From an optimization exercise on the open Yosys and OpenROAD flow, aimed at small area and a short achievable clock period; shortcuts taken in it are not production practice.
Only simulation tests tie the RTL to the original design; equivalence was not proved.
No run shown here takes its clock network from TritonCTS; it comes from the design's own scripts or RTL.
The clock input has no modelled driver; a real chip could not lean on it and would need a root buffer or a full tree.
No activity file was given, so power comes from the tool's default toggle rates.

### flow/design.v
    localparam int bf16_man_w = 7;        
    localparam int bf16_bias  = 127;
    localparam logic [7:0] exp_tiny = 8'd118;    
    localparam logic [7:0] exp_huge = 8'd134;    
    localparam logic [15:0] bf16_one  = 16'h3f80;
    localparam logic [15:0] bf16_pinf = 16'h7f80;
    localparam logic [15:0] bf16_qnan = 16'h7fc0;
    localparam logic [15:0] bf16_zero = 16'h0000;
    localparam int frac_w  = 16;
    localparam int fix_w   = 8 + frac_w;      
    localparam int unit_w  = frac_w + 1;      
    localparam int shift_w = 10;              
    localparam logic [unit_w-1:0] log2e_fix = 17'h17154;     
    localparam logic [unit_w-1:0] ln2_fix   = 17'h0b172;     
    localparam logic [unit_w-1:0] one_fix   = 17'h10000;
`default_nettype none
module exp_range_reduce
(
    input  logic        sgn,
    input  logic [6:0]  man,
    output logic [22:0] pp
);
    logic [3:0]  sel_hi;
    logic [22:0] p_hi;
    logic [18:0] p_lo;
    assign sel_hi = {sgn, man[6:4]};
    assign p_hi =
        ({23{sel_hi == 4'd0}} & 23'h2e2a80) |
        ({23{sel_hi == 4'd1}} & 23'h33efd0) |
        ({23{sel_hi == 4'd2}} & 23'h39b520) |
        ({23{sel_hi == 4'd3}} & 23'h3f7a70) |
        ({23{sel_hi == 4'd4}} & 23'h453fc0) |
        ({23{sel_hi == 4'd5}} & 23'h4b0510) |
        ({23{sel_hi == 4'd6}} & 23'h50ca60) |
        ({23{sel_hi == 4'd7}} & 23'h568fb0) |
        ({23{sel_hi == 4'd8}} & 23'h2e2a7f) |
        ({23{sel_hi == 4'd9}} & 23'h33efcf) |
        ({23{sel_hi == 4'd10}} & 23'h39b51f) |
        ({23{sel_hi == 4'd11}} & 23'h3f7a6f) |
        ({23{sel_hi == 4'd12}} & 23'h453fbf) |
        ({23{sel_hi == 4'd13}} & 23'h4b050f) |
        ({23{sel_hi == 4'd14}} & 23'h50ca5f) |
        ({23{sel_hi == 4'd15}} & 23'h568faf);
    assign p_lo =
        ({19{man[3:0] == 4'd0}} & 19'h00000) |
        ({19{man[3:0] == 4'd1}} & 19'h05c55) |
        ({19{man[3:0] == 4'd2}} & 19'h0b8aa) |
        ({19{man[3:0] == 4'd3}} & 19'h114ff) |
        ({19{man[3:0] == 4'd4}} & 19'h17154) |
        ({19{man[3:0] == 4'd5}} & 19'h1cda9) |
        ({19{man[3:0] == 4'd6}} & 19'h229fe) |
        ({19{man[3:0] == 4'd7}} & 19'h28653) |
        ({19{man[3:0] == 4'd8}} & 19'h2e2a8) |
        ({19{man[3:0] == 4'd9}} & 19'h33efd) |
        ({19{man[3:0] == 4'd10}} & 19'h39b52) |
        ({19{man[3:0] == 4'd11}} & 19'h3f7a7) |
        ({19{man[3:0] == 4'd12}} & 19'h453fc) |
        ({19{man[3:0] == 4'd13}} & 19'h4b051) |
        ({19{man[3:0] == 4'd14}} & 19'h50ca6) |
        ({19{man[3:0] == 4'd15}} & 19'h568fb);
    assign pp = p_hi + {4'b0, p_lo};
endmodule
`default_nettype wire
`default_nettype none
module exp_horner_stage
(
    input  logic [6:0] f_hi,     
    output logic [3:0] dip,      
    output logic [6:0] thr1,     
    output logic [6:0] thr2
);
    always_comb
    begin
        case (f_hi)
        7'd0: begin dip = 4'd0; thr1 = 7'd92; thr2 = 7'd127; end
        7'd1: begin dip = 4'd0; thr1 = 7'd127; thr2 = 7'd127; end
        7'd2: begin dip = 4'd1; thr1 = 7'd19; thr2 = 7'd127; end
        7'd3: begin dip = 4'd1; thr1 = 7'd71; thr2 = 7'd127; end
        7'd4: begin dip = 4'd1; thr1 = 7'd127; thr2 = 7'd127; end
        7'd5: begin dip = 4'd1; thr1 = 7'd127; thr2 = 7'd127; end
        7'd6: begin dip = 4'd2; thr1 = 7'd47; thr2 = 7'd127; end
        7'd7: begin dip = 4'd2; thr1 = 7'd99; thr2 = 7'd127; end
        7'd8: begin dip = 4'd2; thr1 = 7'd127; thr2 = 7'd127; end
        7'd9: begin dip = 4'd3; thr1 = 7'd23; thr2 = 7'd127; end
        7'd10: begin dip = 4'd3; thr1 = 7'd67; thr2 = 7'd127; end
        7'd11: begin dip = 4'd3; thr1 = 7'd111; thr2 = 7'd127; end
        7'd12: begin dip = 4'd3; thr1 = 7'd127; thr2 = 7'd127; end
        7'd13: begin dip = 4'd4; thr1 = 7'd31; thr2 = 7'd127; end
        7'd14: begin dip = 4'd4; thr1 = 7'd71; thr2 = 7'd127; end
        7'd15: begin dip = 4'd4; thr1 = 7'd111; thr2 = 7'd127; end
        7'd16: begin dip = 4'd4; thr1 = 7'd127; thr2 = 7'd127; end
        7'd17: begin dip = 4'd5; thr1 = 7'd27; thr2 = 7'd127; end
        7'd18: begin dip = 4'd5; thr1 = 7'd63; thr2 = 7'd127; end
        7'd19: begin dip = 4'd5; thr1 = 7'd103; thr2 = 7'd127; end
        7'd20: begin dip = 4'd5; thr1 = 7'd127; thr2 = 7'd127; end
        7'd21: begin dip = 4'd6; thr1 = 7'd13; thr2 = 7'd127; end
        7'd22: begin dip = 4'd6; thr1 = 7'd47; thr2 = 7'd127; end
        7'd23: begin dip = 4'd6; thr1 = 7'd87; thr2 = 7'd127; end
        7'd24: begin dip = 4'd6; thr1 = 7'd119; thr2 = 7'd127; end
        7'd25: begin dip = 4'd6; thr1 = 7'd127; thr2 = 7'd127; end
        7'd26: begin dip = 4'd7; thr1 = 7'd23; thr2 = 7'd127; end
        7'd27: begin dip = 4'd7; thr1 = 7'd55; thr2 = 7'd127; end
        7'd28: begin dip = 4'd7; thr1 = 7'd95; thr2 = 7'd127; end
        7'd29: begin dip = 4'd7; thr1 = 7'd115; thr2 = 7'd127; end
        7'd30: begin dip = 4'd7; thr1 = 7'd127; thr2 = 7'd127; end
        7'd31: begin dip = 4'd8; thr1 = 7'd15; thr2 = 7'd127; end
        7'd32: begin dip = 4'd8; thr1 = 7'd47; thr2 = 7'd127; end
        7'd33: begin dip = 4'd8; thr1 = 7'd71; thr2 = 7'd127; end
        7'd34: begin dip = 4'd8; thr1 = 7'd99; thr2 = 7'd127; end
        7'd35: begin dip = 4'd8; thr1 = 7'd127; thr2 = 7'd127; end
        7'd36: begin dip = 4'd8; thr1 = 7'd127; thr2 = 7'd127; end
        7'd37: begin dip = 4'd9; thr1 = 7'd15; thr2 = 7'd127; end
        7'd38: begin dip = 4'd9; thr1 = 7'd31; thr2 = 7'd127; end
        7'd39: begin dip = 4'd9; thr1 = 7'd59; thr2 = 7'd127; end
        7'd40: begin dip = 4'd9; thr1 = 7'd79; thr2 = 7'd127; end
        7'd41: begin dip = 4'd9; thr1 = 7'd95; thr2 = 7'd127; end
        7'd42: begin dip = 4'd9; thr1 = 7'd119; thr2 = 7'd127; end
        7'd43: begin dip = 4'd9; thr1 = 7'd127; thr2 = 7'd127; end
        7'd44: begin dip = 4'd10; thr1 = 7'd7; thr2 = 7'd127; end
        7'd45: begin dip = 4'd10; thr1 = 7'd31; thr2 = 7'd127; end
        7'd46: begin dip = 4'd10; thr1 = 7'd39; thr2 = 7'd127; end
        7'd47: begin dip = 4'd10; thr1 = 7'd47; thr2 = 7'd127; end
        7'd48: begin dip = 4'd10; thr1 = 7'd71; thr2 = 7'd127; end
        7'd49: begin dip = 4'd10; thr1 = 7'd79; thr2 = 7'd127; end
        7'd50: begin dip = 4'd10; thr1 = 7'd95; thr2 = 7'd127; end
        7'd51: begin dip = 4'd10; thr1 = 7'd109; thr2 = 7'd127; end
        7'd52: begin dip = 4'd10; thr1 = 7'd111; thr2 = 7'd127; end
        7'd53: begin dip = 4'd10; thr1 = 7'd127; thr2 = 7'd127; end
        7'd54: begin dip = 4'd11; thr1 = 7'd3; thr2 = 7'd127; end
        7'd55: begin dip = 4'd11; thr1 = 7'd15; thr2 = 7'd127; end
        7'd56: begin dip = 4'd11; thr1 = 7'd21; thr2 = 7'd127; end
        7'd57: begin dip = 4'd11; thr1 = 7'd31; thr2 = 7'd127; end
        7'd58: begin dip = 4'd11; thr1 = 7'd35; thr2 = 7'd127; end
        7'd59: begin dip = 4'd11; thr1 = 7'd47; thr2 = 7'd127; end
        7'd60: begin dip = 4'd11; thr1 = 7'd47; thr2 = 7'd127; end
        7'd61: begin dip = 4'd11; thr1 = 7'd55; thr2 = 7'd127; end
        7'd62: begin dip = 4'd11; thr1 = 7'd55; thr2 = 7'd127; end
        7'd63: begin dip = 4'd11; thr1 = 7'd59; thr2 = 7'd127; end
        7'd64: begin dip = 4'd11; thr1 = 7'd63; thr2 = 7'd127; end
        7'd65: begin dip = 4'd11; thr1 = 7'd63; thr2 = 7'd127; end
        7'd66: begin dip = 4'd11; thr1 = 7'd63; thr2 = 7'd127; end
        7'd67: begin dip = 4'd11; thr1 = 7'd63; thr2 = 7'd127; end
        7'd68: begin dip = 4'd11; thr1 = 7'd63; thr2 = 7'd127; end
        7'd69: begin dip = 4'd11; thr1 = 7'd71; thr2 = 7'd127; end
        7'd70: begin dip = 4'd11; thr1 = 7'd63; thr2 = 7'd127; end
        7'd71: begin dip = 4'd11; thr1 = 7'd59; thr2 = 7'd127; end
        7'd72: begin dip = 4'd11; thr1 = 7'd59; thr2 = 7'd127; end
        7'd73: begin dip = 4'd11; thr1 = 7'd55; thr2 = 7'd127; end
        7'd74: begin dip = 4'd11; thr1 = 7'd49; thr2 = 7'd127; end
        7'd75: begin dip = 4'd11; thr1 = 7'd47; thr2 = 7'd127; end
        7'd76: begin dip = 4'd11; thr1 = 7'd47; thr2 = 7'd127; end
        7'd77: begin dip = 4'd11; thr1 = 7'd33; thr2 = 7'd127; end
        7'd78: begin dip = 4'd11; thr1 = 7'd23; thr2 = 7'd127; end
        7'd79: begin dip = 4'd10; thr1 = 7'd127; thr2 = 7'd127; end
        7'd80: begin dip = 4'd11; thr1 = 7'd15; thr2 = 7'd127; end
        7'd81: begin dip = 4'd10; thr1 = 7'd119; thr2 = 7'd127; end
        7'd82: begin dip = 4'd10; thr1 = 7'd115; thr2 = 7'd127; end
        7'd83: begin dip = 4'd10; thr1 = 7'd103; thr2 = 7'd127; end
        7'd84: begin dip = 4'd10; thr1 = 7'd79; thr2 = 7'd127; end
        7'd85: begin dip = 4'd10; thr1 = 7'd79; thr2 = 7'd127; end
        7'd86: begin dip = 4'd10; thr1 = 7'd67; thr2 = 7'd127; end
        7'd87: begin dip = 4'd10; thr1 = 7'd63; thr2 = 7'd127; end
        7'd88: begin dip = 4'd10; thr1 = 7'd39; thr2 = 7'd127; end
        7'd89: begin dip = 4'd10; thr1 = 7'd27; thr2 = 7'd127; end
        7'd90: begin dip = 4'd10; thr1 = 7'd11; thr2 = 7'd127; end
        7'd91: begin dip = 4'd9; thr1 = 7'd111; thr2 = 7'd127; end
        7'd92: begin dip = 4'd9; thr1 = 7'd95; thr2 = 7'd127; end
        7'd93: begin dip = 4'd9; thr1 = 7'd77; thr2 = 7'd127; end
        7'd94: begin dip = 4'd9; thr1 = 7'd59; thr2 = 7'd127; end
        7'd95: begin dip = 4'd9; thr1 = 7'd31; thr2 = 7'd127; end
        7'd96: begin dip = 4'd9; thr1 = 7'd31; thr2 = 7'd127; end
        7'd97: begin dip = 4'd9; thr1 = 7'd3; thr2 = 7'd127; end
        7'd98: begin dip = 4'd8; thr1 = 7'd95; thr2 = 7'd127; end
        7'd99: begin dip = 4'd8; thr1 = 7'd79; thr2 = 7'd127; end
        7'd100: begin dip = 4'd8; thr1 = 7'd55; thr2 = 7'd127; end
        7'd101: begin dip = 4'd8; thr1 = 7'd31; thr2 = 7'd127; end
        7'd102: begin dip = 4'd8; thr1 = 7'd15; thr2 = 7'd115; end
        7'd103: begin dip = 4'd7; thr1 = 7'd95; thr2 = 7'd127; end
        7'd104: begin dip = 4'd7; thr1 = 7'd71; thr2 = 7'd127; end
        7'd105: begin dip = 4'd7; thr1 = 7'd47; thr2 = 7'd127; end
        7'd106: begin dip = 4'd7; thr1 = 7'd27; thr2 = 7'd127; end
        7'd107: begin dip = 4'd7; thr1 = 7'd7; thr2 = 7'd111; end
        7'd108: begin dip = 4'd6; thr1 = 7'd79; thr2 = 7'd127; end
        7'd109: begin dip = 4'd6; thr1 = 7'd63; thr2 = 7'd127; end
        7'd110: begin dip = 4'd6; thr1 = 7'd27; thr2 = 7'd127; end
        7'd111: begin dip = 4'd6; thr1 = 7'd3; thr2 = 7'd101; end
        7'd112: begin dip = 4'd5; thr1 = 7'd79; thr2 = 7'd127; end
        7'd113: begin dip = 4'd5; thr1 = 7'd47; thr2 = 7'd127; end
        7'd114: begin dip = 4'd5; thr1 = 7'd23; thr2 = 7'd119; end
        7'd115: begin dip = 4'd4; thr1 = 7'd87; thr2 = 7'd127; end
        7'd116: begin dip = 4'd4; thr1 = 7'd63; thr2 = 7'd127; end
        7'd117: begin dip = 4'd4; thr1 = 7'd29; thr2 = 7'd127; end
        7'd118: begin dip = 4'd3; thr1 = 7'd99; thr2 = 7'd127; end
        7'd119: begin dip = 4'd3; thr1 = 7'd63; thr2 = 7'd127; end
        7'd120: begin dip = 4'd3; thr1 = 7'd31; thr2 = 7'd127; end
        7'd121: begin dip = 4'd3; thr1 = 7'd3; thr2 = 7'd95; end
        7'd122: begin dip = 4'd2; thr1 = 7'd63; thr2 = 7'd127; end
        7'd123: begin dip = 4'd2; thr1 = 7'd31; thr2 = 7'd127; end
        7'd124: begin dip = 4'd1; thr1 = 7'd91; thr2 = 7'd127; end
        7'd125: begin dip = 4'd1; thr1 = 7'd59; thr2 = 7'd127; end
        7'd126: begin dip = 4'd1; thr1 = 7'd23; thr2 = 7'd117; end
        7'd127: begin dip = 4'd0; thr1 = 7'd83; thr2 = 7'd127; end
        default: begin dip = 4'd0; thr1 = 7'd0; thr2 = 7'd0; end
        endcase
    end
endmodule
`default_nettype wire
`default_nettype none
module exp_result_pack
(
    input  logic [7:0]  e_pre,       
    input  logic [6:0]  bh,          
    input  logic [3:0]  dip,         
    input  logic [1:0]  inc,         
    input  logic        sgn,
    input  logic        f_nan,       
    input  logic        sat_def,     
    input  logic        sat_edge,    
    output logic [15:0] res
);
    localparam int bf16_man_w = 7;        
    localparam int bf16_bias  = 127;
    localparam logic [7:0] exp_tiny = 8'd118;    
    localparam logic [7:0] exp_huge = 8'd134;    
    localparam logic [15:0] bf16_one  = 16'h3f80;
    localparam logic [15:0] bf16_pinf = 16'h7f80;
    localparam logic [15:0] bf16_qnan = 16'h7fc0;
    localparam logic [15:0] bf16_zero = 16'h0000;
    localparam int frac_w  = 16;
    localparam int fix_w   = 8 + frac_w;      
    localparam int unit_w  = frac_w + 1;      
    localparam int shift_w = 10;              
    localparam logic [unit_w-1:0] log2e_fix = 17'h17154;     
    localparam logic [unit_w-1:0] ln2_fix   = 17'h0b172;     
    localparam logic [unit_w-1:0] one_fix   = 17'h10000;
    logic [7:0]  g;          
    logic [14:0] sum;
    logic        carry;
    logic        sat;
    assign g     = {1'b0, bh} - {4'b0, dip} + {7'b0, inc[1]} + {7'b0, inc[0]};
    assign carry = g[7];
    assign sum   = {e_pre + {7'b0, carry}, g[6:0]};
    assign sat   = sat_def || (sat_edge && (carry ^ sgn));
    always_comb
    begin
        if (f_nan)
            res = bf16_qnan;
        else if (sat)
            res = sgn ? bf16_zero : bf16_pinf;
        else
            res = {1'b0, sum};
    end
endmodule
`default_nettype wire
`default_nettype none
module exp_bf16_top
(
    input  logic        clk,
    input  logic        rst,
    input  logic        valid_i,
    input  logic [15:0] data_i,
    output logic        valid_o,
    output logic [15:0] data_o
);
    localparam int bf16_man_w = 7;        
    localparam int bf16_bias  = 127;
    localparam logic [7:0] exp_tiny = 8'd118;    
    localparam logic [7:0] exp_huge = 8'd134;    
    localparam logic [15:0] bf16_one  = 16'h3f80;
    localparam logic [15:0] bf16_pinf = 16'h7f80;
    localparam logic [15:0] bf16_qnan = 16'h7fc0;
    localparam logic [15:0] bf16_zero = 16'h0000;
    localparam int frac_w  = 16;
    localparam int fix_w   = 8 + frac_w;      
    localparam int unit_w  = frac_w + 1;      
    localparam int shift_w = 10;              
    localparam logic [unit_w-1:0] log2e_fix = 17'h17154;     
    localparam logic [unit_w-1:0] ln2_fix   = 17'h0b172;     
    localparam logic [unit_w-1:0] one_fix   = 17'h10000;
    logic [4:0] v;       
    always_ff @(posedge clk)
    begin
        if (rst)
            v <= '0;
        else
            v <= {v[3:0], valid_i};
    end
    assign valid_o = v[4];
    logic [15:0] d1;
    always_ff @(posedge clk)
        d1 <= data_i;
    logic        sgn;
    logic [7:0]  exp_b;
    logic [6:0]  man;
    logic [22:0] pp_c;
    assign sgn   = d1[15];
    assign exp_b = d1[14:7];
    assign man   = d1[6:0];
    exp_range_reduce i_reduce
    (
        .sgn (sgn),
        .man (man),
        .pp  (pp_c)
    );
    logic        s2;
    logic        nan2;
    logic        sat2;
    logic        one2;
    logic [3:0]  sh2;
    logic [22:0] pp2;
    always_ff @(posedge clk)
    begin
        s2   <= sgn;
        nan2 <= exp_b == 8'hff && man != '0;
        sat2 <= exp_b >= exp_huge;
        one2 <= exp_b < exp_tiny;
        sh2  <= exp_b[3:0] - 4'd6;       
        pp2  <= pp_c;
    end
    logic [22:0] px_c;       
    logic [37:0] q_c;
    logic [21:0] t_c;        
    assign px_c = pp2 ^ {23{s2}};
    assign q_c  = {{15{s2}}, px_c} << sh2;
    assign t_c  = q_c[37:16];
    logic        s3;
    logic        nan3;
    logic        one3;
    logic [6:0]  f3_hi;      
    logic [6:0]  f3_lo;      
    logic [7:0]  n3;         
    always_ff @(posedge clk)
    begin
        s3    <= s2 && !one2;
        nan3  <= nan2;
        one3  <= one2;
        f3_hi <= t_c[13:7];
        f3_lo <= one2 ? 7'd0 : t_c[6:0];
        n3    <= one2 ? 8'd0 : sat2 ? {8{!s2}} : t_c[21:14];
    end
    logic [6:0]  fh_c;
    logic [3:0]  dip_c;
    logic [6:0]  thr1_c;
    logic [6:0]  thr2_c;
    assign fh_c = f3_hi & ~{7{one3}};
    exp_horner_stage i_tab
    (
        .f_hi (fh_c),
        .dip  (dip_c),
        .thr1 (thr1_c),
        .thr2 (thr2_c)
    );
    logic        s4;
    logic        nan4;
    logic [6:0]  bh4;
    logic [3:0]  dip4;
    logic [1:0]  inc4;
    logic [7:0]  e4;
    logic        sat_def4;
    logic        sat_edge4;
    always_ff @(posedge clk)
    begin
        s4        <= s3;
        nan4      <= nan3;
        bh4       <= fh_c;
        dip4      <= dip_c;
        inc4      <= {f3_lo > thr2_c, f3_lo > thr1_c};
        e4        <= n3 + 8'(bf16_bias);
        sat_def4  <= s3 ? n3 <= 8'd128 : n3 >= 8'd128;
        sat_edge4 <= s3 ? n3 == 8'd129 : n3 == 8'd127;
    end
    logic [15:0] res_c;
    exp_result_pack i_pack
    (
        .e_pre    (e4),
        .bh       (bh4),
        .dip      (dip4),
        .inc      (inc4),
        .sgn      (s4),
        .f_nan    (nan4),
        .sat_def  (sat_def4),
        .sat_edge (sat_edge4),
        .res      (res_c)
    );
    always_ff @(posedge clk)
        data_o <= res_c;
endmodule
`default_nettype wire
### flow/flow/run.sh
#!/bin/bash
# The standard layout, with three changes to how it is made (the clock
# period and every constraint stay the design's):
# - repair_timing aims for more setup slack than the design's period leaves;
# - the ports get plain buffers instead of delay cells;
# - the clock network is four clock buffers fed by the clock port, one per
#   quarter of the registers, instead of TritonCTS's two-level H-tree
#   (flow/clock_pre_cts.tcl).
set -euo pipefail
here=$(pwd)
bash standard.sh SETUP_SLACK_MARGIN=8.75 \
  "BUFFER_PORTS_ARGS=-buffer_cell sky130_fd_sc_hd__buf_1" \
  "PRE_CTS_TCL=$here/flow/clock_pre_cts.tcl" \
  finish > standard_flow.log 2>&1
### flow/flow/clock_pre_cts.tcl
# Clock network in place of TritonCTS: the clock port drives four
# clkbuf_16, one per quarter of the registers (split at the median x, then
# at the median y of each half), each placed at the centre of its
# registers. Every register is one buffer away from the port, so the
# clock arrives at them all alike. Sourced by ORFS's cts.tcl as
# PRE_CTS_TCL; clock_tree_synthesis is then skipped, and the rest of
# cts.tcl (legalisation, repair_timing) runs as usual.
set block [ord::get_db_block]
set db [ord::get_db]
set clknet [$block findNet clk]
set master [$db findMaster sky130_fd_sc_hd__clkbuf_16]
set sinks {}
foreach it [$clknet getITerms] {
  set b [[$it getInst] getBBox]
  lappend sinks [list $it [expr {([$b xMin] + [$b xMax]) / 2}] [expr {([$b yMin] + [$b yMax]) / 2}]]
}
proc halves {items idx} {
  set s [lsort -integer -index $idx $items]
  set h [expr {[llength $s] / 2}]
  return [list [lrange $s 0 [expr {$h - 1}]] [lrange $s $h end]]
}
set groups {}
foreach half [halves $sinks 1] {
  foreach q [halves $half 2] { lappend groups $q }
}
set k 0
foreach g $groups {
  set sx 0; set sy 0
  foreach s $g { set sx [expr {$sx + [lindex $s 1]}]; set sy [expr {$sy + [lindex $s 2]}] }
  set n [llength $g]
  set inst [odb::dbInst_create $block $master clkbuf_q$k]
  $inst setLocation [expr {$sx / $n}] [expr {$sy / $n}]
  $inst setPlacementStatus PLACED
  set net [odb::dbNet_create $block clknet_q$k]
  $net setSigType CLOCK
  [$inst findITerm A] connect $clknet
  [$inst findITerm X] connect $net
  foreach s $g { set it [lindex $s 0]; $it disconnect; $it connect $net }
  puts "clock buffer clkbuf_q$k: $n registers"
  incr k
}
proc clock_tree_synthesis {args} {
  puts "clock_tree_synthesis skipped: the clock network was built by clock_pre_cts.tcl"
}
### flow/standard.sh
#!/bin/bash
# synth_recipe.tcl (not shown) runs the flow's synth.tcl, then flattens the netlist and writes it again
# the make line also repeats each setting of config.mk as NAME=value (left out here)
make -C /OpenROAD-flow-scripts/flow DESIGN_CONFIG=/design/flow/config.mk WORK_HOME=/design/flow/orfs CLKGATE_MAP_FILE= SYNTH_SCRIPT=/design/flow/synth_recipe.tcl "${@:-finish}"
### flow/config.mk
export PLATFORM = sky130hd
export DESIGN_NAME = exp_bf16_top
export DESIGN_NICKNAME = exp_bf16_top
export VERILOG_FILES = /design/flow/design.v
export SDC_FILE = /design/flow/constraint.sdc
export NUM_CORES = 4
export LEC_CHECK = 0
export ABC_AREA = 1
export CAP_MARGIN = 20
export CORE_MARGIN = 2
export CORE_UTILIZATION = 60
export CTS_BUF_LIST = sky130_fd_sc_hd__clkbuf_8
export CTS_CLUSTER_SIZE = 30
export SLEW_MARGIN = 20
### flow/constraint.sdc
create_clock -name core_clock -period 11.5 [get_ports {clk}]
set_input_delay 2.3000 -clock core_clock [delete_from_list [all_inputs] [get_ports {clk}]]
set_output_delay 2.3000 -clock core_clock [all_outputs]
set_load 0.01 [all_outputs]
==> results of run 1 <==
## final cells by class
cell class / count / area, um^2 / area share
Buffer: 4 / 100 / 0.0118
Inverter: 129 / 495 / 0.0586
Multi-Input combinational cell: 890 / 5060 / 0.599
Sequential cell: 116 / 2330 / 0.276
Tap cell: 176 / 220 / 0.0261
Timing Repair Buffer: 45 / 236 / 0.0280
## power by group
part | switching, mW | internal, mW | leakage [nW]
registers | 0.0546 | 0.490 | 0.973
clock network | 0.0917 | 0.0642 | 0.0493
logic | 0.437 | 0.274 | 3.00
## worst paths after layout
check             startpoint        end  slack, ns  depth (start not counted)
hold / removal          nan2       nan3       0.34                          0
hold reg to reg         nan2       nan3       0.34                          0
setup reg to reg    f3_hi[0]    inc4[0]       8.73                         16
setup / recovery   data_o[4]  data_o[4]       8.59                          1
## sequential cells by signal, summed over array words and instances (netlist names), 2 cells and up
register / count
e4: 8
v: 5
d1: 16
dip4: 4
data_o: 15
n3: 8
pp2: 22
f3_hi: 7
bh4: 7
inc4: 2
sh2: 4
f3_lo: 7
## routing by layer
metal / up-vias / wire [um] / track usage
met3: 64 / 1270 / 0.0254
met1: 3394 / 8420 / 0.357
met2: 304 / 9210 / 0.474
li1: 3906 / - / -
met4: 0 / 779 / 0.0804
met5: - / 0 / 0
## metrics by stage
stage / hold WS (ns) / util / cell area (um^2)
6_report: 0.344 / 0.646 / 8450
5_1_grt: 0.353 / 0.646 / 8450
4_1_cts: 0.328 / 0.628 / 8220
3_5_place_dp: 0.328 / 0.617 / 8070
3_3_place_gp: 0.312 / 0.617 / 8070
2_1_floorplan: 0.310 / - / 7970
## synthesized netlist by cell type (6+ instances only)
master,number
a21oi_1,68
a31oi_1,11
buf_2,16
buf_4,8
clkbuf_1,12
dfxtp_1,116
ha_1,56
inv_1,118
inv_2,7
nand2_1,291
nand2_2,6
nand3_1,131
nand4_1,13
nor2_1,85
nor2_2,8
nor3_1,17
o211ai_1,17
o21ai_0,70
o21ai_1,15
xnor2_1,20
xor2_1,28
## cells by family (layout without fill, tap and decap cells)
logic type	after synthesis	in the layout	share of synthesized area
flops	116	116	0.291
other cells	1	1	0.000471
simple gates	570	570	0.315
fa+ha+maj	59	59	0.0955
buf+inv	171	178	0.0928
xor+xnor	48	48	0.0528
compound gates	210	210	0.150
mux	2	2	0.00251
## repair_timing
item / 4_1_cts / 5_1_grt
endpoints found under the setup margin: 4 / 39
gates resized for setup: 13 / 69
hold buffers: 0 / 0
hold endpoints to repair: 0 / 0
buffers inserted: 1 / 9
pin swaps: 1 / 6
==> qor.txt, run 1 <==
Area contributors post-synth: dfxtp_1 29%, nand2_1 14%, ha_1 8.8%
Slew Limit Fails: 0
Total number of vias: 7668
Worst setup EP type: primary output
Gr ovfl total: 0
RSZ-0062 raised after global routing: true
Share of cells above drive strength 1: 0.0887
Fmax: 0.344 GHz
Synth warn: 3
Pin count of the biggest net entering global routing: 37
Hold crit path type: flop to flop
Synth Area per Inst: 6.77 um^2
Max FO, Critical Path: 1
Final worst setup slack: 8.59 ns
Final Hold Vio Count: 0
Clock Latency Late Sink: 0.17 ns
Leakage power: 4.02 nW
Crit-path leading delay family: flip-flops
Syn Nets: 1255
Syn Inst Count: 1177
Crit path buffers/inverters: 1
Total track usage: 0.272
DP Wirelength: 15100 um
Pwr per Cell Area: 167 mW/mm^2
Setup TNS: 0 ns
Die H: 119 um
Starting Density: 0.609
Post-layout minimum cycle time: 2.91 ns
Layout fillers: 1213
Drt initial violations: 889
Worst Skew: 0.0120 ns
Via density: 5.64
Remaining DRCs: 0
Number of port buffers: 34
Die area: 0.0142 mm^2
CP arrival: 0.61 ns
Worst path slowest cell: dfxtp_2
Crit-path cells: buf_6
Post-synth EDFFs: 0
Drt wl/cell: 14.5 um
Kind of start point of the critical path: flop
Main synth FF type: dfxtp_1
Area of the core: 0.0131 mm^2
Clock Pin Slew Worst Setup and Hold Paths: 0.10 ns
Routed Antenna Nets: 0
Initial antenna violation count: 0
Dpl cells: 1346
Worst EP required: 9.20 ns
Leading cell types in the layout, fill and taps excluded: 289 x nand2_1, 130 x nand3_1, 116 x inv_1
Post-route non-filler standard cell count: 1360
Pre-antenna DRT Iters: 5
Final setup fails: 0
Cell variety after synth: 53
Place WS: 8.48 ns
Commonest non-fill, non-tap cell in the layout: nand2_1
Top Ports: 36
Power, Total: 1.41 mW
Peak supply drop: 0.0920 mV
Cell Rows: 42
Yosys reg bits: 116
Register area share after synthesis: 0.291
Status: timing/DRC/antenna clean
Worst-margin pin slew: 0.890 ns
Post-Route WL: 19700 um
Layout Nets: 1264
# diodes: 0
Crit path largest cell delay: 0.33 ns
Number of max-cap violations: 0
Syn Std Cell Area: 0.00797 mm^2
Area Overhead vs Synth: 6.06%
Post-synth top area cell: dfxtp_1
Share of the synthesized area in the top cell type: 0.291
Die W: 119 um
Ys async rst share: 0
First-pass GRT wire length: 32600 um
Final Cycle Share: 0.253
Vias in the first global route: 6942
Final Wtd Congestion: 0.992
Slew HR: 0.406
Kind of critical path: flop to primary output
==> run 2, diff against run 1 <==
--- a/flow/flow/run.sh
+++ b/flow/flow/run.sh
@@ -8,7 +8,7 @@
 #   (flow/clock_pre_cts.tcl).
 set -euo pipefail
 here=$(pwd)
-bash standard.sh SETUP_SLACK_MARGIN=8.75 \
-  "BUFFER_PORTS_ARGS=-buffer_cell sky130_fd_sc_hd__buf_1" \
+bash standard.sh SETUP_SLACK_MARGIN=8.6 \
+  "BUFFER_PORTS_ARGS=-buffer_cell sky130_fd_sc_hd__buf_2" \
   "PRE_CTS_TCL=$here/flow/clock_pre_cts.tcl" \
   finish > standard_flow.log 2>&1
==> run 2 against run 1 <==
  * Clock skew increased by 0.0077 ns
  * Combinational power decreased by 2%
  * Utilization decreased by 0.49 points
  * Sequential cell count unchanged
  * Fmax about the same
==> qor.txt, run 2 <==
Status: timing/DRC/antenna clean
Gr ovfl total: 0 (unchanged)
Most instantiated library cell after synthesis: nand2_1
Crit path largest cell delay: 0.31 ns (-0.02 ns)
Leakage power: 4.04 nW (+0.38%)
Kind of critical path: flop to primary output
Setup TNS: 0 ns (unchanged)
Top flop regs: pp2 x22, d1 x16, data_o x15
Worst-margin pin slew: 0.823 ns (-0.0669 ns)
Kind of start point of the critical path: flop
Syn Std Cell Area: 0.00797 mm^2 (unchanged)
Starting Density: 0.609 (unchanged)
Die area: 0.0142 mm^2 (unchanged)
Fmax: 0.344 GHz (about the same)
Remaining DRCs: 0 (unchanged)
Crit-path cells: buf_2
Sw Share: 0.415 (+0.00169)
Final hold slack: 0.347 ns (+0.00298 ns)
Number of port buffers: 34 (unchanged)
Comb pwr share: 0.498 (-0.006)
Area Overhead vs Synth: 5.26%
Share of cells above drive strength 1: 0.0925 (+0.00377)
Worst path slowest cell: dfxtp_1
Max FO, Critical Path: 1 (unchanged)
Final Cycle Share: 0.253 (about the same)
# diodes: 0 (unchanged)
Slew Limit Fails: 0 (unchanged)
Worst EP required: 9.20 ns (about the same)
Post-Route WL: 19300 um (-1.9%)
Total number of vias: 7698 (+0.39%)
Pin count of the biggest net entering global routing: 37 (unchanged)
Total track usage: 0.267 (-0.00456)
Crit-path leading delay family: flip-flops
Syn Nets: 1255 (unchanged)
Share of total power in the clock network: 0.113 (+0.002)
Peak supply drop: 0.102 mV (+11%)
Area of the core: 0.0131 mm^2 (unchanged)
Slew HR: 0.451 (+0.0447)
Pint: 0.816 mW (-1.4%)
Synth Area per Inst: 6.77 um^2 (unchanged)
Leading cell types in the layout, fill and taps excluded: 288 x nand2_1, 130 x nand3_1, 117 x inv_1
First-pass GRT wire length: 32000 um (-1.7%)
Worst Skew: 0.0197 ns (+0.00768 ns)
Post-synth EDFFs: 0 (unchanged)
Register area share after synthesis: 0.291 (unchanged)
Post-route cell area: 0.00839 mm^2 (-0.76%)
Worst setup EP type: primary output
Biggest register: pp2
Final setup fails: 0 (unchanged)
Pwr per Cell Area: 166 mW/mm^2 (-0.35%)
Drt wl/cell: 14.2 um (-1.5%)
Syn Inst Count: 1177 (unchanged)
Placed Area: 0.00811 mm^2 (+0.53%)
Post-layout minimum cycle time: 2.90 ns (-0.00118 ns)
Cell variety after synth: 53 (unchanged)
Layout Nets: 1259 (-0.40%)
Via density: 5.68 (+0.76%)
Top Ports: 36 (unchanged)
Ys async rst share: 0 (unchanged)
Vias in the first global route: 6941 (-0.014%)
Commonest non-fill, non-tap cell in the layout: nand2_1
CP arrival: 0.60 ns (about the same)
Routed Antenna Nets: 0 (unchanged)
Max reg flops: 22 (unchanged)
RSZ-0062 raised after global routing: true
Clock Latency Late Sink: 0.17 ns (about the same)
Register share of total power: 0.389 (+0.003)
Synth top cells by count: 291 x nand2_1, 131 x nand3_1, 118 x inv_1
Cell Rows: 42 (unchanged)
Initial antenna violation count: 0 (unchanged)
Final Hold Vio Count: 0 (unchanged)
Final Wtd Congestion: 1.00 (+0.86%)
Clock Pin Slew Worst Setup and Hold Paths: 0.11 ns (about the same)
Die H: 119 um (unchanged)
Switch Pwr: 0.579 mW (-0.70%)
Pre-antenna DRT Iters: 6 (+1)
Main synth FF type: dfxtp_1
Hold crit path type: flop to flop
Share of the synthesized area in the top cell type: 0.291 (unchanged)
Synth warn: 3 (unchanged)
Drt initial violations: 867 (-2.5%)
Die W: 119 um (unchanged)
Area contributors post-synth: dfxtp_1 29%, nand2_1 14%, ha_1 8.8%
Yosys reg bits: 116 (unchanged)
Power, Total: 1.39 mW (-1.1%)
Crit path buffers/inverters: 1 (unchanged)
Post-synth top area cell: dfxtp_1
DP Wirelength: 15000 um (-0.19%)
Number of max-cap violations: 0 (unchanged)
[run 2: changes by cell type in the layout (fill, tap and decap cells not counted), moves of 3 or more]
| cell | before | now |
|---|---|---|
| nor2_2 | 10 | 7 |
| buf_4 | 11 | 6 |
| buf_1 | 18 | 0 |
| nor2_1 | 80 | 84 |
| buf_2 | 14 | 33 |
[run 2: worst paths after layout]
kind / startpoint / endpoint / slack (ns) / cells past startpoint
setup / recovery: data_o[1] / data_o[1] / 8.60 / 1
hold / removal: nan2 / nan3 / 0.35 / 0
setup reg to reg: f3_hi[3] / inc4[0] / 8.73 / 13
hold reg to reg: nan2 / nan3 / 0.35 / 0
[run 2: per-stage QoR]
step | utilization | instances | setup WS, ns
after floorplan | - | 1177 | 8.87
after global placement | 0.620 | 1346 | 8.36
after detailed placement | 0.620 | 1346 | 8.37
after CTS | 0.629 | 1350 | 8.61
after global routing | 0.641 | 1355 | 8.56
final | 0.641 | 1355 | 8.60
[run 2: repair_timing]
action                     in CTS  in global routing
hold endpoints to repair        0                  0
hold buffers                    0                  0
pin swaps                       0                  3
cloned                          0                  0
gates resized for setup         5                 33
setup endpoints to repair       1                 32
buffers inserted                0                  5
[run 2: power groups by stage]
stage / logic (mW) / registers, mW / clock network (mW)
6_report: 0.694 / 0.543 / 0.158
5_1_grt: 0.785 / 0.553 / 0.180
4_1_cts: 0.655 / 0.552 / 0.124
3_5_place_dp: 0.650 / 0.551 / 0
3_3_place_gp: 0.645 / 0.551 / 0
2_1_floorplan: 0.507 / 0.544 / 0
[run 2: metal layers]
| layer | GRT usage | part of all wire | wire [um] | up-vias |
|---|---|---|---|---|
| li1 | - | - | - | 3888 |
| met1 | 0.344 | 0.43 | 8250 | 3400 |
| met2 | 0.462 | 0.46 | 8850 | 347 |
| met3 | 0.0263 | 0.072 | 1390 | 63 |
| met4 | 0.101 | 0.042 | 814 | 0 |
| met5 | 0 | 0 | 0 | - |
[run 2: cell families after synthesis]
family / after synthesis / synth area share
other: 1 / 0.000471
adder cells (fa/ha/maj): 59 / 0.0955
AO/OA/AOI/OAI: 210 / 0.150
multiplexers: 2 / 0.00251
buffers and inverters: 171 / 0.0928
flip-flops: 116 / 0.291
AND/OR/NAND/NOR: 570 / 0.315
XOR/XNOR: 48 / 0.0528
[run 2: cell type report]
cell class / instances / area [um^2]
multi-input combinational: 890 / 5020
fill: 1236 / 4700
sequential: 116 / 2330
inverter: 129 / 490
timing repair buffer: 40 / 221
tap: 176 / 220
buffer: 4 / 100
==> run 3, diff against run 2 <==
--- a/flow/flow/run.sh
+++ b/flow/flow/run.sh
@@ -9,6 +9,6 @@
 set -euo pipefail
 here=$(pwd)
 bash standard.sh SETUP_SLACK_MARGIN=8.6 \
-  "BUFFER_PORTS_ARGS=-buffer_cell sky130_fd_sc_hd__buf_2" \
+  "BUFFER_PORTS_ARGS=-buffer_cell sky130_fd_sc_hd__buf_1" \
   "PRE_CTS_TCL=$here/flow/clock_pre_cts.tcl" \
   finish > standard_flow.log 2>&1
--- a/flow/config.mk
+++ b/flow/config.mk
@@ -8,7 +8,5 @@
 export ABC_AREA = 1
 export CAP_MARGIN = 20
 export CORE_MARGIN = 2
-export CORE_UTILIZATION = 60
-export CTS_BUF_LIST = sky130_fd_sc_hd__clkbuf_8
-export CTS_CLUSTER_SIZE = 30
+export CORE_UTILIZATION = 65
 export SLEW_MARGIN = 20
==> run 3 against run 2 <==
  * Synthesized area stayed put
  * Fmax is 0.20% lower
  * Cell area is 0.88% lower
  * Clock skew is 0.0079 ns lower
  * Utilization is 5.1 points higher
  * Synthesized cell count stayed put
==> qor.txt, run 3 <==
Top Ports: 36 (unchanged)
Dpl cells: 1317 (-2.2%)
Synth top cells by count: 291 x nand2_1, 131 x nand3_1, 118 x inv_1
Place WS: 8.47 ns (+0.102 ns)
Peak supply drop: 0.105 mV (+3.0%)
Syn Nets: 1255 (unchanged)
Synth Area per Inst: 6.77 um^2 (unchanged)
Top flop regs: pp2 x22, d1 x16, data_o x15
Worst-margin pin slew: 0.858 ns (+0.0354 ns)
Post-route non-filler standard cell count: 1327 (-2.1%)
Area contributors post-synth: dfxtp_1 29%, nand2_1 14%, ha_1 8.8%
Post-Route WL: 19600 um (+1.5%)
Share of the synthesized area in the top cell type: 0.291 (unchanged)
Share of total power in the clock network: 0.113 (about the same)
Hold Path Depth: 0 (unchanged)
Footprint of the multi-input gates: 0.00496 mm^2 (-1.2%)
Sw Share: 0.414 (-0.00112)
Register area share after synthesis: 0.291 (unchanged)
Worst EP required: 9.20 ns (about the same)
Commonest non-fill, non-tap cell in the layout: nand2_1
Placed Area: 0.00803 mm^2 (-0.97%)
Drt wl/cell: 14.8 um (+3.6%)
Number of max-cap violations: 0 (unchanged)
Syn Inst Count: 1177 (unchanged)
Gr ovfl total: 0 (unchanged)
Vias in the first global route: 7026 (+1.2%)
Cell Rows: 40 (-4.8%)
Final worst setup slack: 8.59 ns (-0.00584 ns)
Leakage power: 4.00 nW (-0.88%)
Crit-path leading delay family: flip-flops
Most instantiated library cell after synthesis: nand2_1
Worst setup EP type: primary output
First-pass GRT wire length: 32300 um (+0.84%)
Cell variety after synth: 53 (unchanged)
Status: timing/DRC/antenna clean
Area of the core: 0.0120 mm^2 (-8.2%)
Main synth FF type: dfxtp_1
Via density: 5.83 (+2.5%)
Routed Antenna Nets: 0 (unchanged)
Power, Total: 1.40 mW (+0.69%)
Pre-antenna DRT Iters: 6 (unchanged)
Layout Nets: 1260 (+0.079%)
Worst path depth: 1 (unchanged)
Number of port buffers: 34 (unchanged)
Pwr per Cell Area: 169 mW/mm^2 (+1.6%)
DP Wirelength: 15100 um (+0.50%)
Starting Density: 0.663 (+0.0544)
Ys async rst share: 0 (unchanged)
Final Cycle Share: 0.253 (+0.000508)
Synth warn: 3 (unchanged)
Biggest register: pp2
# diodes: 0 (unchanged)
Post-synth EDFFs: 0 (unchanged)
Register area: 0.00234 mm^2 (+0.21%)
Post-route cell area: 0.00831 mm^2 (-0.88%)
Max reg flops: 22 (unchanged)
Die W: 115 um (-3.8%)
Area Overhead vs Synth: 4.33%
Utilization after layout: 0.692 (+0.0511)
Die area: 0.0132 mm^2 (-7.4%)
CP arrival: 0.61 ns (about the same)
Hold crit path type: flop to flop
R2r worst-path depth: 17 (+4)
Comb pwr share: 0.498 (about the same)
Setup TNS: 0 ns (unchanged)
Post-layout minimum cycle time: 2.91 ns (+0.00584 ns)
Worst Skew: 0.0117 ns (-0.00792 ns)
Final setup fails: 0 (unchanged)
Slew Limit Fails: 0 (unchanged)
Remaining DRCs: 0 (unchanged)
Final hold slack: 0.342 ns (-0.00507 ns)
Initial antenna violation count: 0 (unchanged)
Share of cells above drive strength 1: 0.0754 (-0.0170)
Pin count of the biggest net entering global routing: 37 (unchanged)
Layout fillers: 1088 (-12%)
Final Hold Vio Count: 0 (unchanged)
Post-synth top area cell: dfxtp_1
Total track usage: 0.294 (+0.0271)
Kind of critical path: flop to primary output
Clock Pin Slew Worst Setup and Hold Paths: 0.11 ns (about the same)
Register share of total power: 0.390 (about the same)
Drt initial violations: 793 (-8.5%)
Die H: 115 um (-3.8%)
Worst path slowest cell: dfxtp_1
Slew HR: 0.427 (-0.0236)
Syn Std Cell Area: 0.00797 mm^2 (unchanged)
Yosys reg bits: 116 (unchanged)
Final Wtd Congestion: 1.02 (+2.1%)
Crit path largest cell delay: 0.32 ns (about the same)
Fmax: 0.344 GHz (-0.20%)
Kind of start point of the critical path: flop
RSZ-0062 raised after global routing: true
Max FO, Critical Path: 1 (unchanged)
Clock Latency Late Sink: 0.17 ns (about the same)
Crit path buffers/inverters: 1 (unchanged)
Leading cell types in the layout, fill and taps excluded: 290 x nand2_1, 131 x nand3_1, 117 x inv_1
Total number of vias: 7730 (+0.42%)
Switch Pwr: 0.581 mW (+0.42%)
Crit-path cells: clkbuf_2
Pint: 0.823 mW (+0.88%)
-- run 3: cell families after synthesis --
group	Yosys count	share of synthesized area
AND/OR/NAND/NOR	570	0.315
AO/OA/AOI/OAI	210	0.150
buffers and inverters	171	0.0928
flip-flops	116	0.291
adder cells (fa/ha/maj)	59	0.0955
XOR/XNOR	48	0.0528
multiplexers	2	0.00251
other	1	0.000471
-- run 3: final timing paths --
check	startpoint	end	slack, ns
setup / recovery	data_o[4]	data_o[4]	8.59
hold / removal	nan2	nan3	0.34
setup reg to reg	one3	inc4[0]	8.69
hold reg to reg	nan2	nan3	0.34
-- run 3: final cells by class --
cell class,count,share of cell area
Timing Repair Buffer,41,0.0286
Multi-Input combinational cell,890,0.597
Buffer,4,0.0120
Sequential cell,116,0.281
Inverter,129,0.0590
Tap cell,147,0.0221
-- run 3: timing repair --
action,CTS,global route
endpoints found under the hold margin,0,0
cloned,0,0
hold buffers,0,0
setup endpoints to repair,1,31
gates resized for setup,5,62
buffers inserted,0,6
pin swaps,0,4
-- run 3: power by group through the flow --
stage          clock, mW  sequential [mW]  combinational (mW)
2_1_floorplan          0            0.544               0.507
3_3_place_gp           0            0.550               0.636
3_5_place_dp           0            0.552               0.643
4_1_cts            0.124            0.552               0.651
5_1_grt            0.175            0.557               0.786
6_report           0.159            0.547               0.699
-- run 3: routing by layer --
metal,vias up,share of wire,track usage
met5,-,0,0
met1,3442,0.43,0.385
met4,0,0.039,0.0956
li1,3900,-,-
met2,320,0.47,0.511
met3,68,0.064,0.0312
==> run 4, diff against run 3 <==
--- a/flow/flow/run.sh
+++ b/flow/flow/run.sh
@@ -8,7 +8,7 @@
 #   (flow/clock_pre_cts.tcl).
 set -euo pipefail
 here=$(pwd)
-bash standard.sh SETUP_SLACK_MARGIN=8.6 \
+bash standard.sh SETUP_SLACK_MARGIN=8.57 \
   "BUFFER_PORTS_ARGS=-buffer_cell sky130_fd_sc_hd__buf_1" \
   "PRE_CTS_TCL=$here/flow/clock_pre_cts.tcl" \
   finish > standard_flow.log 2>&1
--- a/flow/config.mk
+++ b/flow/config.mk
@@ -8,5 +8,7 @@
 export ABC_AREA = 1
 export CAP_MARGIN = 20
 export CORE_MARGIN = 2
-export CORE_UTILIZATION = 65
+export CORE_UTILIZATION = 60
+export CTS_BUF_LIST = sky130_fd_sc_hd__clkbuf_8
+export CTS_CLUSTER_SIZE = 30
 export SLEW_MARGIN = 20
==> run 4 against run 3 <==
  * Sequential share of layout area down 0.073 points
  * Via count decreased by 1.8%
  * Final cell count up 2.0%
  * Sequential cell count stayed put
  * Utilization down 5.6 points
  * Die area rose by 8.0%
  * Sequential power is essentially flat
  * Routed wire length is 0.81% lower
  * Combinational power is 3% lower
  * Clock skew about the same
  * Cell area hardly changed
  * Critical path type unchanged
  * Critical endpoint unchanged
  * Largest power group unchanged
==> qor.txt, run 4 <==
Post-layout minimum cycle time: 2.91 ns (-0.00288 ns)
RSZ-0062 raised after global routing: true
Synth top cells by count: 291 x nand2_1, 131 x nand3_1, 118 x inv_1
Number of port buffers: 34 (unchanged)
Area contributors post-synth: dfxtp_1 29%, nand2_1 14%, ha_1 8.8%
Post-synth top area cell: dfxtp_1
Comb pwr share: 0.492 (-0.006)
Final Wtd Congestion: 0.992 (-2.9%)
Layout Nets: 1258 (-0.16%)
Syn Nets: 1255 (unchanged)
Register area: 0.00233 mm^2 (-0.21%)
DP Wirelength: 15100 um (-0.30%)
Synth Area per Inst: 6.77 um^2 (unchanged)
Vias in the first global route: 6918 (-1.5%)
Cell Rows: 42 (+5.0%)
Peak supply drop: 0.0926 mV (-12%)
Syn Inst Count: 1177 (unchanged)
Fmax: 0.344 GHz (about the same)
Post-synth EDFFs: 0 (unchanged)
Ys async rst share: 0 (unchanged)
Slew Limit Fails: 0 (unchanged)
Worst-margin pin slew: 0.830 ns (-0.0283 ns)
Die W: 119 um (+3.9%)
Layout fillers: 1240 (+14%)
Starting Density: 0.609 (-0.0544)
Power, Total: 1.38 mW (-1.7%)
Gr ovfl total: 0 (unchanged)
CP arrival: 0.61 ns (about the same)
Register area share after synthesis: 0.291 (unchanged)
Remaining DRCs: 0 (unchanged)
Hold crit path type: flop to flop
First-pass GRT wire length: 32400 um (+0.43%)
DR top layer: met4
Main synth FF type: dfxtp_1
# diodes: 0 (unchanged)
Most instantiated library cell after synthesis: nand2_1
Dpl cells: 1346 (+2.2%)
Pin count of the biggest net entering global routing: 37 (unchanged)
Drt initial violations: 867 (+9.3%)
Final Cycle Share: 0.253 (about the same)
Number of max-cap violations: 0 (unchanged)
Footprint of the multi-input gates: 0.00498 mm^2 (+0.40%)
Worst setup EP type: primary output
Status: timing/DRC/antenna clean
Worst EP required: 9.20 ns (about the same)
Area of the core: 0.0131 mm^2 (+8.9%)
Share of cells above drive strength 1: 0.0722 (-0.00327)
Switch Pwr: 0.571 mW (-1.8%)
Pre-antenna DRT Iters: 6 (unchanged)
Post-Route WL: 19400 um (-0.81%)
Crit path buffers/inverters: 1 (unchanged)
Syn Std Cell Area: 0.00797 mm^2 (unchanged)
Register share of total power: 0.395 (+0.005)
Pint: 0.809 mW (-1.7%)
Setup TNS: 0 ns (unchanged)
Total length of routed met3 wires: 1250 um (-0.56%)
Die H: 119 um (+3.9%)
Area Overhead vs Synth: 4.38% (about the same)
Final worst setup slack: 8.59 ns (+0.00288 ns)
Kind of critical path: flop to primary output
Max FO, Critical Path: 1 (unchanged)
Hold-fix buffer count after cts: 0 (unchanged)
Final Hold Vio Count: 0 (unchanged)
Top flop regs: pp2 x22, d1 x16, data_o x15
Commonest non-fill, non-tap cell in the layout: nand2_1
Slew HR: 0.446 (+0.0189)
Biggest register: pp2
Synth warn: 3 (unchanged)
Cell variety after synth: 53 (unchanged)
Drt wl/cell: 14.4 um (-2.8%)
Sw Share: 0.414 (about the same)
Clock Latency Late Sink: 0.16 ns (about the same)
Pwr per Cell Area: 166 mW/mm^2 (-1.8%)
Yosys reg bits: 116 (unchanged)
Total track usage: 0.270 (-0.0240)
Top Ports: 36 (unchanged)
Clock Pin Slew Worst Setup and Hold Paths: 0.10 ns (about the same)
WL met2: 9080 um (-1.5%)
Total number of vias: 7591 (-1.8%)
Utilization after layout: 0.636 (-0.0565)
Initial antenna violation count: 0 (unchanged)
Crit path largest cell delay: 0.33 ns (about the same)
Worst path slowest cell: dfxtp_2
Kind of start point of the critical path: flop
Final setup fails: 0 (unchanged)
Share of total power in the clock network: 0.113 (about the same)
Leading cell types in the layout, fill and taps excluded: 290 x nand2_1, 131 x nand3_1, 117 x inv_1
Share of the synthesized area in the top cell type: 0.291 (unchanged)
Placed Area: 0.00807 mm^2 (+0.45%)
Die area: 0.0142 mm^2 (+8.0%)
Crit-path leading delay family: flip-flops
Routed Antenna Nets: 0 (unchanged)
Post-route cell area: 0.00832 mm^2 (about the same)
Max reg flops: 22 (unchanged)
Worst Skew: 0.0122 ns (+0.000450 ns)
Place WS: 8.48 ns (+0.00667 ns)
Post-route non-filler standard cell count: 1354 (+2.0%)
M1 wire length: 8420 um (+0.91%)
Via density: 5.61 (-3.8%)
Crit-path cells: buf_6
Final hold slack: 0.343 ns (+0.00133 ns)
Leakage power: 3.98 nW (-0.50%)
-- run 4: repair_timing --
action                     in CTS  in global routing
buffers inserted                0                  4
resized for setup               2                 46
setup endpoints to repair       1                 27
pin swaps                       0                  1
-- run 4: layout make-up --
cell class / instances / area share
multi-input combinational: 890 / 0.599
sequential: 116 / 0.280
inverter: 129 / 0.0590
tap: 176 / 0.0265
timing repair buffer: 39 / 0.0229
buffer: 4 / 0.0120
-- run 4: power groups by stage --
stage	Sequential (mW)	Clock [mW]	Combinational, mW
detailed placement	0.553	0	0.641
global route	0.556	0.176	0.770
finish	0.545	0.156	0.679
global placement	0.551	0	0.640
floorplan	0.544	0	0.507
CTS	0.553	0.124	0.646
-- run 4: path summary, 6_finish.rpt --
kind	endpoint	cells after the start	from	slack, ns
worst min register to register	nan3	0	nan2	0.34
worst max-delay path	data_o[4]	1	data_o[4]	8.59
worst min-delay path	nan3	0	nan2	0.34
worst max register to register	inc4[0]	16	f3_hi[0]	8.66
-- run 4: cells by family after synthesis --
group,Yosys count,share of synthesized area
muxes,2,0.00251
DFF,116,0.291
AOI/OAI and AO/OA,210,0.150
other,1,0.000471
buffers and inverters,171,0.0928
xor gates and xnor gates,48,0.0528
adders and majority gates,59,0.0955
and+or+nand+nor,570,0.315
-- run 4: layer usage --
metal	track usage	vias up
met5	0	-
met4	0.0774	0
met3	0.0220	50
met2	0.470	316
met1	0.359	3331
li1	-	3894
==> run 5, diff against run 4 <==
--- a/flow/flow/run.sh
+++ b/flow/flow/run.sh
@@ -8,7 +8,7 @@
 #   (flow/clock_pre_cts.tcl).
 set -euo pipefail
 here=$(pwd)
-bash standard.sh SETUP_SLACK_MARGIN=8.57 \
+bash standard.sh SETUP_SLACK_MARGIN=8.5 \
   "BUFFER_PORTS_ARGS=-buffer_cell sky130_fd_sc_hd__buf_1" \
   "PRE_CTS_TCL=$here/flow/clock_pre_cts.tcl" \
   finish > standard_flow.log 2>&1
==> run 5 against run 4 <==
  * Still clean on timing, DRC and antenna
  * Global-route usage unchanged
  * Sequential power about the same
  * First-iteration DRC count shrank 1.7%
  * Sequential cell count is the same
  * Fmax down 0.80%
  * Critical endpoint is now data_o[0]
  * Highest routed layer unchanged
==> qor.txt, run 5 <==
Status: timing/DRC/antenna clean
Worst path depth: 1 (unchanged)
Reg-to-reg endpoint: inc4[0]
Clock Latency Late Sink: 0.17 ns (about the same)
CP arrival: 0.63 ns (+0.02 ns)
Syn Inst Count: 1177 (unchanged)
Fmax: 0.341 GHz (-0.80%)
RSZ-0062 raised after global routing: true
Crit path largest cell delay: 0.32 ns (about the same)
Share of total power in the clock network: 0.116 (+0.003)
Hold crit path type: flop to flop
Worst Skew: 0.0150 ns (+0.00283 ns)
Remaining DRCs: 0 (unchanged)
Cell Rows: 42 (unchanged)
Comb pwr share: 0.485 (-0.007)
Number of max-cap violations: 0 (unchanged)
Peak supply drop: 0.0926 mV (about the same)
Setup TNS: 0 ns (unchanged)
Crit-path cells: buf_1
Top Ports: 36 (unchanged)
Kind of start point of the critical path: flop
Ys async rst share: 0 (unchanged)
Max reg flops: 22 (unchanged)
Total number of vias: 7581 (-0.13%)
Final setup fails: 0 (unchanged)
Max FO, Critical Path: 1 (unchanged)
Most instantiated library cell after synthesis: nand2_1
Drt wl/cell: 14.3 um (-0.58%)
Kind of critical path: flop to primary output
Register-to-Register Setup Slack: 8.65 ns (about the same)
Area Overhead vs Synth: 3.41%
Register share of total power: 0.399 (+0.004)
Post-Route WL: 19300 um (-0.73%)
Top flop regs: pp2 x22, d1 x16, data_o x15
Share of the synthesized area in the top cell type: 0.291 (unchanged)
Syn Std Cell Area: 0.00797 mm^2 (unchanged)
Crit path from: data_o[0]
Cell variety after synth: 53 (unchanged)
Worst path slowest cell: dfxtp_1
Layout fillers: 1258 (+1.5%)
Switch Pwr: 0.566 mW (-0.87%)
Register area share after synthesis: 0.291 (unchanged)
Area of the core: 0.0131 mm^2 (unchanged)
Crit path buffers/inverters: 1 (unchanged)
Pwr per Cell Area: 165 mW/mm^2 (-0.44%)
Gr ovfl total: 0 (unchanged)
Worst reg2reg path startpoint: one3
# diodes: 0 (unchanged)
Pint: 0.795 mW (-1.7%)
Critical Path Sink: data_o[0]
Die H: 119 um (unchanged)
R2r worst-path depth: 17 (+1)
Synth Area per Inst: 6.77 um^2 (unchanged)
Leakage power: 3.92 nW (-1.4%)
Leading cell types in the layout, fill and taps excluded: 291 x nand2_1, 131 x nand3_1, 118 x inv_1
Slew HR: 0.451 (+0.00544)
Final hold slack: 0.344 ns (+0.00107 ns)
Worst EP required: 9.20 ns (about the same)
Clock Pin Slew Worst Setup and Hold Paths: 0.11 ns (about the same)
Synth top cells by count: 291 x nand2_1, 131 x nand3_1, 118 x inv_1
Crit-path leading delay family: flip-flops
Worst-margin pin slew: 0.822 ns (-0.00815 ns)
Drt initial violations: 852 (-1.7%)
Commonest non-fill, non-tap cell in the layout: nand2_1
Post-layout minimum cycle time: 2.93 ns (+0.0235 ns)
DP Wirelength: 15100 um (unchanged)
Routed Antenna Nets: 0 (unchanged)
Hold-fix buffer count after cts: 0 (unchanged)
Vias in the first global route: 6918 (unchanged)
Final Cycle Share: 0.255 (+0.00204)
Post-synth EDFFs: 0 (unchanged)
Via density: 5.61 (about the same)
Starting Density: 0.609 (unchanged)
Share of cells above drive strength 1: 0.0502 (-0.0220)
Worst setup EP type: primary output
Syn Nets: 1255 (unchanged)
Dpl cells: 1346 (unchanged)
Main synth FF type: dfxtp_1
Final Wtd Congestion: 0.992 (unchanged)
First-pass GRT wire length: 32400 um (unchanged)
Total track usage: 0.270 (unchanged)
Die area: 0.0142 mm^2 (unchanged)
Area contributors post-synth: dfxtp_1 29%, nand2_1 14%, ha_1 8.8%
Yosys reg bits: 116 (unchanged)
Layout Nets: 1256 (-0.16%)
Pre-antenna DRT Iters: 6 (unchanged)
Slew Limit Fails: 0 (unchanged)
Number of port buffers: 34 (unchanged)
Pin count of the biggest net entering global routing: 37 (unchanged)
Die W: 119 um (unchanged)
Synth warn: 3 (unchanged)
Sw Share: 0.416 (+0.00211)
Initial antenna violation count: 0 (unchanged)
Final Hold Vio Count: 0 (unchanged)
Power, Total: 1.36 mW (-1.4%)
Post-synth top area cell: dfxtp_1
Post-route non-filler standard cell count: 1352 (-0.15%)
Biggest register: pp2
==> run 5: what timing repair did <==
action                                 in CTS  in global routing
setup endpoints to repair                   1                  8
buffers inserted                            0                  2
endpoints found under the hold margin       0                  0
resized for setup                           1                 16
pin swaps                                   0                  1
==> run 5: per-stage QoR <==
step / cell area (um^2) / setup slack, ns / utilization
6_report: 8240 / 8.57 / 0.630
5_1_grt: 8240 / 8.45 / 0.630
4_1_cts: 8170 / 8.53 / 0.625
3_5_place_dp: 8070 / 8.48 / 0.617
3_3_place_gp: 8070 / 8.50 / 0.617
2_1_floorplan: 7970 / 8.87 / -
==> run 5: power groups by stage <==
stage / sequential (mW) / clock, mW / combinational, mW
after floorplan: 0.544 / 0 / 0.507
after global placement: 0.551 / 0 / 0.640
after detailed placement: 0.553 / 0 / 0.641
after CTS: 0.553 / 0.124 / 0.646
after global routing: 0.554 / 0.176 / 0.751
final: 0.543 / 0.157 / 0.661
==> run 5: worst min-delay path by stage <==
stage	startpoint	endpoint	slack, ns	depth (start not counted)
2_1_floorplan	nan2	nan3	0.31	0
3_3_place_gp	nan2	nan3	0.31	0
3_5_place_dp	nan2	nan3	0.33	0
4_1_cts	nan2	nan3	0.33	0
5_1_grt	nan2	nan3	0.35	0
6_report	nan2	nan3	0.34	0
==> run 5: layout make-up <==
class	instances	area (um^2)	area share
Buffer	4	100	0.0121
Inverter	129	487	0.0591
Multi-Input combinational cell	890	4950	0.601
Sequential cell	116	2330	0.283
Tap cell	176	220	0.0267
Timing Repair Buffer	37	150	0.0182
==> run 5: cells by family after synthesis <==
kind of cell               synth area share
DFF                                   0.291
and+or+nand+nor                       0.315
muxes                               0.00251
adders and majority gates            0.0955
other                              0.000471
xor gates and xnor gates             0.0528
AOI/OAI and AO/OA                     0.150
buffers and inverters                0.0928
==> run 5: layer usage <==
metal  routed length [um]  global-route usage  vias up
li1                     -                   -     3887
met1                 8380               0.359     3324
met2                 8980               0.470      315
met3                 1290              0.0220       55
met4                  648              0.0774        0
met5                    0                   0        -
==> run 6, diff against run 5 <==
--- a/flow/flow/run.sh
+++ b/flow/flow/run.sh
@@ -8,7 +8,7 @@
 #   (flow/clock_pre_cts.tcl).
 set -euo pipefail
 here=$(pwd)
-bash standard.sh SETUP_SLACK_MARGIN=8.5 \
+bash standard.sh SETUP_SLACK_MARGIN=8.6 \
   "BUFFER_PORTS_ARGS=-buffer_cell sky130_fd_sc_hd__buf_1" \
   "PRE_CTS_TCL=$here/flow/clock_pre_cts.tcl" \
   finish > standard_flow.log 2>&1
==> run 6 against run 5 <==
  * Still clean on timing, DRC and antenna
  * Worst hold slack is essentially flat
  * Final cell count grew 0.15%
  * Utilization grew 0.62 points
  * Sequential cell count is the same
  * Combinational power grew 3.2%
  * Critical endpoint is now data_o[4]
  * Largest power group unchanged
  * Highest routed layer unchanged
==> qor.txt, run 6 <==
Post-route cell area: 0.00832 mm^2 (+0.99%)
Die W: 119 um (unchanged)
Syn Inst Count: 1177 (unchanged)
R2r worst-path depth: 16 (-1)
Final Wtd Congestion: 0.992 (unchanged)
Area Overhead vs Synth: 4.43%
Total number of vias: 7629 (+0.63%)
Yosys reg bits: 116 (unchanged)
Number of port buffers: 34 (unchanged)
Register area share after synthesis: 0.291 (unchanged)
Min-delay src: nan2
Register share of total power: 0.394 (-0.005)
Post-synth top area cell: dfxtp_1
Final worst setup slack: 8.59 ns (+0.0223 ns)
RSZ-0062 raised after global routing: true
Hold Path Sink: nan3
Biggest register: pp2
Slew HR: 0.452 (+0.000799)
Status: timing/DRC/antenna clean
Main synth FF type: dfxtp_1
Layout fillers: 1242 (-1.3%)
Gr ovfl total: 0 (unchanged)
Hold crit path type: flop to flop
Number of max-cap violations: 0 (unchanged)
Drt initial violations: 901 (+5.8%)
Routed Antenna Nets: 0 (unchanged)
Ys async rst share: 0 (unchanged)
Worst setup EP type: primary output
Kind of start point of the critical path: flop
Hold-fix buffer count after cts: 0 (unchanged)
Final Cycle Share: 0.253 (-0.00194)
Max FO, Critical Path: 1 (unchanged)
Worst-margin pin slew: 0.821 ns (-0.00120 ns)
Switch Pwr: 0.572 mW (+1.1%)
Final setup fails: 0 (unchanged)
Clock Pin Slew Worst Setup and Hold Paths: 0.10 ns (about the same)
Pre-antenna DRT Iters: 6 (unchanged)
Vias in the first global route: 6918 (unchanged)
Post-layout minimum cycle time: 2.91 ns (-0.0223 ns)
Crit-path cells: buf_6
Cell Rows: 42 (unchanged)
Peak supply drop: 0.0926 mV (about the same)
Register-to-Register Setup Slack: 8.72 ns (+0.07 ns)
Post-synth EDFFs: 0 (unchanged)
Syn Nets: 1255 (unchanged)
Share of cells above drive strength 1: 0.0739 (+0.0237)
Fmax: 0.344 GHz (+0.77%)
First-pass GRT wire length: 32400 um (unchanged)
Die area: 0.0142 mm^2 (unchanged)
Via density: 5.63 (+0.48%)
Setup TNS: 0 ns (unchanged)
Starting Density: 0.609 (unchanged)
CP arrival: 0.61 ns (-0.02 ns)
Crit path from: data_o[4]
Sw Share: 0.414 (-0.00179)
Crit path largest cell delay: 0.34 ns (+0.02 ns)
Area contributors post-synth: dfxtp_1 29%, nand2_1 14%, ha_1 8.8%
Most instantiated library cell after synthesis: nand2_1
Drt wl/cell: 14.4 um (+0.91%)
Worst path slowest cell: dfxtp_2
Total track usage: 0.270 (unchanged)
Worst EP required: 9.20 ns (about the same)
Share of the synthesized area in the top cell type: 0.291 (unchanged)
Kind of critical path: flop to primary output
Worst reg2reg path startpoint: f3_hi[0]
Pint: 0.810 mW (+1.9%)
Crit path buffers/inverters: 1 (unchanged)
Placed Area: 0.00807 mm^2 (unchanged)
Synth Area per Inst: 6.77 um^2 (unchanged)
Top flop regs: pp2 x22, d1 x16, data_o x15
Commonest non-fill, non-tap cell in the layout: nand2_1
Final hold slack: 0.344 ns (-0.000163 ns)
Remaining DRCs: 0 (unchanged)
Synth warn: 3 (unchanged)
Pin count of the biggest net entering global routing: 37 (unchanged)
Max reg flops: 22 (unchanged)
Layout Nets: 1258 (+0.16%)
Top Ports: 36 (unchanged)
Die H: 119 um (unchanged)
Area of the core: 0.0131 mm^2 (unchanged)
Initial antenna violation count: 0 (unchanged)
Reg-to-reg endpoint: inc4[0]
Post-Route WL: 19500 um (+1.1%)
Final Hold Vio Count: 0 (unchanged)
Comb pwr share: 0.493 (+0.008)
DP Wirelength: 15100 um (unchanged)
Pwr per Cell Area: 166 mW/mm^2 (+0.56%)
Cell variety after synth: 53 (unchanged)
Slew Limit Fails: 0 (unchanged)
Synth top cells by count: 291 x nand2_1, 131 x nand3_1, 118 x inv_1
Crit-path leading delay family: flip-flops
Share of total power in the clock network: 0.113 (-0.003)
# diodes: 0 (unchanged)
Place WS: 8.48 ns (unchanged)
Leakage power: 3.98 nW (+1.5%)
Hold Path Depth: 0 (unchanged)
Leading cell types in the layout, fill and taps excluded: 289 x nand2_1, 131 x nand3_1, 117 x inv_1
Syn Std Cell Area: 0.00797 mm^2 (unchanged)
Worst Skew: 0.0133 ns (-0.00169 ns)
Power, Total: 1.38 mW (+1.6%)
Clock Latency Late Sink: 0.17 ns (about the same)
-- run 6: timing repair --
action,in CTS,in global routing
pin swaps,0,1
setup buffers,0,4
gates resized for setup,3,57
hold endpoints to repair,0,0
endpoints found under the setup margin,1,30
-- run 6: area by class of cell --
type / count / area, um^2 / share of cell area
repair buffers: 39 / 191 / 0.0230
plain buffers: 4 / 100 / 0.0120
flip-flops and latches: 116 / 2330 / 0.280
well taps: 176 / 220 / 0.0265
multi-input cells: 890 / 4990 / 0.599
inverters: 129 / 490 / 0.0589
-- run 6: per-layer routing --
layer	vias up	wire length (um)	track usage
met4	0	688	0.0774
met1	3350	8400	0.359
li1	3892	-	-
met3	56	1360	0.0220
met5	-	0	0
met2	331	9050	0.470
-- run 6: cell families (layout without fill, tap and decap cells) --
logic type | Yosys count | count (layout) | synth area share
XOR/XNOR | 48 | 48 | 0.0528
buffers and inverters | 171 | 172 | 0.0928
other | 1 | 1 | 0.000471
AND/OR/NAND/NOR | 570 | 570 | 0.315
multiplexers | 2 | 2 | 0.00251
AO/OA/AOI/OAI | 210 | 210 | 0.150
adder cells (fa/ha/maj) | 59 | 59 | 0.0955
flip-flops | 116 | 116 | 0.291
-- run 6: through the flow --
| step | instances | utilization |
|---|---|---|
| after global placement | 1346 | 0.617 |
| after CTS | 1350 | 0.625 |
| final | 1354 | 0.636 |
| after detailed placement | 1346 | 0.617 |
| after floorplan | 1177 | - |
| after global routing | 1354 | 0.636 |
-- run 6: how the worst max path moves through the flow --
| stage | end | depth (start not counted) |
|---|---|---|
| finish | data_o[4] | 1 |
| detailed placement | inc4[0] | 17 |
| floorplan | data_o[0] | 0 |
| global route | inc4[0] | 17 |
| global placement | inc4[0] | 17 |
| CTS | inc4[0] | 17 |
-- run 6: power groups by stage --
stage               logic (mW)  registers [mW]  clock network (mW)
floorplan                0.507           0.544                   0
global placement         0.640           0.551                   0
detailed placement       0.641           0.553                   0
CTS                      0.646           0.553               0.124
global route             0.772           0.555               0.176
finish                   0.682           0.544               0.156

[re-timing with driven ports]
Ports are ideal in the flow. The routed layouts listed here were re-timed in OpenROAD. Step 1: set_driving_cell puts a clkbuf_16 on clk and a buf_2 on each other input, an assumption about the parent block. Step 2 also shifts input and output timing later by t, the mid clock arrival at the registers, as if the neighbouring blocks saw the same clock. Slacks: ideal ports / drivers / drivers and shift; pairs: ideal ports / drivers.
run	t (ns)	slack for setup (ns)
run 1	0.246	8.594 / 8.508 / 8.731
run 2	0.244	8.596 / 8.513 / 8.731
run 3	0.244	8.590 / 8.508 / 8.695
run 4	0.243	8.593 / 8.508 / 8.664
run 5	0.245	8.569 / 8.484 / 8.646
run 6	0.244	8.592 / 8.507 / 8.716
After both steps setup and hold are still met in every run listed.
